Background: an optimization exercise with open tools, aiming at small area, a short achievable clock period and few clock cycles. Do not read the settings as production practice. In this exercise RTL edits were held to simulation tests only and were not proved equivalent to the original. Power and IR drop assume default switching activity.

// concealment_top
module concealment_top (
    input  logic                     clock,
    input  logic                     reset,
    input  logic                     start,
    input  logic [1:0]               size,
    output logic                     done,
    output logic                     pix_cyc,
    output logic                     pix_stb,
    output logic                     pix_we,
    output logic [16-1:0] pix_adr,
    output logic [8-1:0]      pix_dat_w,
    input  logic                     pix_ack,
    input  logic [8-1:0]      pix_dat_r,
    output logic                     flag_cyc,
    output logic                     flag_stb,
    output logic [8-1:0]       flag_adr,
    input  logic                     flag_ack,
    input  logic [16-1:0]       flag_dat
);
    localparam logic [2:0] S_IDLE = 3'd0;
    localparam logic [2:0] S_FLAG = 3'd1;
    localparam logic [2:0] S_SCAN = 3'd2;
    localparam logic [2:0] S_BUS  = 3'd3;
    localparam logic [2:0] S_DONE = 3'd4;
    localparam logic [1:0] PH_A = 2'd0;
    localparam logic [1:0] PH_B = 2'd1;
    localparam logic [1:0] PH_M = 2'd2;
    localparam logic [1:0] R_T = 2'd0;
    localparam logic [1:0] R_B = 2'd1;
    localparam logic [1:0] R_M = 2'd2;
    logic [2:0]  st;
    logic [1:0]  size_q;
    logic [7:0]  line;
    logic        tp, bp;     
    logic [15:0] segf;       
    logic        cyc_q, we_q, fcyc_q, done_q;
    logic [15:0] adr_q;
    logic        it_v;
    logic [1:0]  it_ph, it_row;
    logic [7:0]  rc;
    logic        rd_iss;     
    logic        tag_tb, tag_ev, tag_wv, tag_pm, tag_first, tag_last;
    logic        ptag_tb, ptag_ev, ptag_wv, ptag_pm, ptag_first, ptag_last;
    logic        proc_v;
    logic [7:0]  din;
    logic [8:0]  cs0, cs1, cs2;
  ...
export LEC_CHECK = 0
export ABC_CLOCK_PERIOD_IN_PS = 3000
export CAP_MARGIN = 20
export CORE_MARGIN = 2
export CORE_UTILIZATION = 40
export SETUP_SLACK_MARGIN = 5
export SLEW_MARGIN = 20
create_clock -name core_clock -period 9.0 [get_ports {clock}]
run.sh (not shown) runs the stock make flow with config.mk's settings and CLKGATE_MAP_FILE= SYNTH_SCRIPT=/design/flow/synth_recipe.tcl, a recipe that flattens the netlist after the stock synthesis.
The starting point ran to the end with no violations.
Testbench counts at the start, summed over its fixed seeds: cycles 709,561.
==> next run, changes <==
--- a/flow/config.mk
+++ b/flow/config.mk
@@ -6,5 +6,5 @@
 export NUM_CORES = 4
 export LEC_CHECK = 0
-export ABC_CLOCK_PERIOD_IN_PS = 3000
+export ABC_AREA = 1
 export CAP_MARGIN = 20
 export CORE_MARGIN = 2
First-iteration DRC count rises by 27%.
Setup slack loses 230 ps.
Combinational power rises by about 20%.
Final area rises by 0.42%.
Via count rises by 6.2%.
Routed wire length rises by about 7%.
Power rises by 9.0%.
Utilization rises by 0.34 points.
Global-route usage rises by 1.7 points.
Die area falls by 1.1%.

* * *

run 1:
concealment_top, a different RTL version from the one above (not shown whole).
Size in the first run: about 910 cells after synthesis, about 180 flip-flops, roughly 0.0091 mm² of cells after synthesis.
Settings: LEC_CHECK=0, CAP_MARGIN=20, CORE_MARGIN=2, CORE_UTILIZATION=40, CTS_BUF_LIST=sky130_fd_sc_hd__clkbuf_8, SLEW_MARGIN=20; clock period 9.0 ns.
standard.sh (not shown) runs the stock make flow with config.mk's settings and CLKGATE_MAP_FILE= SYNTH_SCRIPT=/design/flow/synth_recipe.tcl, a recipe that flattens the netlist after the stock synthesis.
==> flow/flow/run.sh <==
#!/bin/bash
set -euo pipefail
export SETUP_SLACK_MARGIN=6.2
bash standard.sh > standard.log 2>&1
Run 1: no failed stages, no open violations at the end
Testbench counts of run 1, summed over its fixed seeds: cycles 702,652.
Here is what was changed in the inputs of run 2 compared with run 1.
- CTS_BUF_LIST: sky130_fd_sc_hd__clkbuf_8 -> unset
==> comparison <==
Run 2 vs. run 1: setup slack went up by 24 ps. Looking at arrival time reported for the critical path endpoint, run 2 sits below run 1. Of run 1 and run 2, run 2 shows the higher layout overhead on the synthesized area, with run 1 below it. Run 2 vs run 1, worst voltage drop across the vdd grid went up by 25%. Between run 2 and run 1, the total routed wirelength does not differ in any meaningful way.
Input-level comparison between run 3 and run 2:
- an added CTS_CLUSTER_DIAMETER of 200
- an added CTS_CLUSTER_SIZE of 40
### Flow results
- Post-detailed-routing wire length: run 2 vs run 3, no meaningful difference
- Run 3 vs. run 2: number of pins with negative max-slew slack in the final report stayed essentially flat; count of flip-flops with a built-in enable after synthesis stayed essentially flat.
- Run 2 → run 3: final cycle utilization of the critical path did not really move; clock network power consumption did not really move; final area did not really move.
- Run 3 -> run 2: met3 track demand over resource delta 0, exact match
- Diff run 3..run 2 | area share of fa/ha/maj cells after synthesis | unchanged
- Comparing run 3 against run 2, there is no change at all in utilization.

* * *

concealment_top, a different RTL version from the one above (not shown whole).
Size: about 960 cells after synthesis, about 180 flip-flops, ~69 I/O pins.
make LEC_CHECK=0 ABC_CLOCK_PERIOD_IN_PS=3000 CAP_MARGIN=20 CORE_MARGIN=2 CORE_UTILIZATION=40 SETUP_SLACK_MARGIN=5 SLEW_MARGIN=20 finish   # period 9.0 ns
run.sh (not shown) runs the stock make flow with config.mk's settings and CLKGATE_MAP_FILE= SYNTH_SCRIPT=/design/flow/synth_recipe.tcl, a recipe that flattens the netlist after the stock synthesis.
Stock flow here: none of the scripts above is used.
The baseline completed with no timing, DRC or antenna violations.
Testbench counts at the start, summed over its fixed seeds: cycles 709,561.
Change:
==> flow/flow/run.sh (new file) <==
#!/bin/bash
set -euo pipefail
export SETUP_SLACK_MARGIN=6.6
bash standard.sh > standard.log 2>&1
==> flow/standard.sh (new file) <==
#!/bin/bash
# synth_recipe.tcl (not shown) runs the flow's synth.tcl, then flattens the netlist and writes it again
# the make line also repeats each setting of config.mk as NAME=value (left out here)
make -C /OpenROAD-flow-scripts/flow DESIGN_CONFIG=/design/flow/config.mk WORK_HOME=/design/flow/orfs CLKGATE_MAP_FILE= SYNTH_SCRIPT=/design/flow/synth_recipe.tcl "${@:-finish}"
ABC_CLOCK_PERIOD_IN_PS = default   (was 3000)
SETUP_SLACK_MARGIN = default   (was 5)
removed: flow/run.sh
- The changed run finished clean
- synthesized cell count does not change
- register-to-register slack improved by 0.64 ns
- clock skew is about the same
- final area rose by a few percent
Change:
==> flow/flow/run.sh (replaced) <==
#!/bin/bash
set -euo pipefail
export SETUP_SLACK_MARGIN=6.2
bash standard.sh > standard.log 2>&1
CTS_CLUSTER_SIZE = 50   (was default)
After rerunning: The new run completed without violations; wire length fell by 1.7%; area after synthesis does not change; hold slack got worse by 0.0040 ns; final cell count fell by 1.5%; power fell by 3.3%; cell area fell by 4.2%; synthesized cell count stays the same; clock skew hardly moves; utilization fell by 2.1 points.
Change:
CTS_CLUSTER_SIZE = default   (was 50)
What happened: The changed run completed with no timing, DRC or antenna violations. Routed wire length stays the same. Worst setup slack is unchanged. Global-route usage stays the same. Utilization does not change. Synthesized area is unchanged. Critical path depth is unchanged. Design area is unchanged. Maximum frequency is unchanged. Synthesized cell count is unchanged. Register-to-register slack is about the same.

-- port drivers added, routing unchanged --
The flow's constraints put no driver on any port. The routed layouts listed below were extracted and timed again, unchanged, in two steps.
Step 1: set_driving_cell puts a clkbuf_16 on clock and a buf_2 on each other input, an assumption about the parent block.
Step 2 moves the port delays by t, midway between the first and last clock arrival at a register: inputs arrive t later, outputs are due t later. That takes back most of the time a late clock gives input paths.
a / b / c = ideal ports / drivers / drivers and shift; a / b = the first two.
| run | t (ns) | slack for setup (ns) | pins driven straight from the clock port |
|---|---|---|---|
| the first run of note 1 | 0.474 | 5.590 / 5.544 / 5.259 | 1 |
| the second run of note 1 | 0.481 | 5.356 / 5.382 / 4.901 | 1 |
| run 1 | 0.503 | 6.085 / 6.042 / 5.773 | 1 |
| run 2 | 0.478 | 6.109 / 6.064 / 5.873 | 1 |
| run 3 | 0.478 | 6.109 / 6.064 / 5.873 | 1 |
| the first run of note 3 | 0.473 | 5.683 / 5.635 / 5.411 | 1 |
| the second run of note 3 | 0.470 | 6.162 / 6.118 / 6.103 | 1 |
| the third run of note 3 | 0.472 | 6.144 / 6.096 / 5.834 | 1 |
| the fourth run of note 3 | 0.472 | 6.144 / 6.096 / 5.834 | 1 |
After both steps every run listed still meets setup and hold. For the second run of note 1, which loses most, drivers alone change the setup slack by +0.026 ns; drivers and shift together by -0.455 ns.
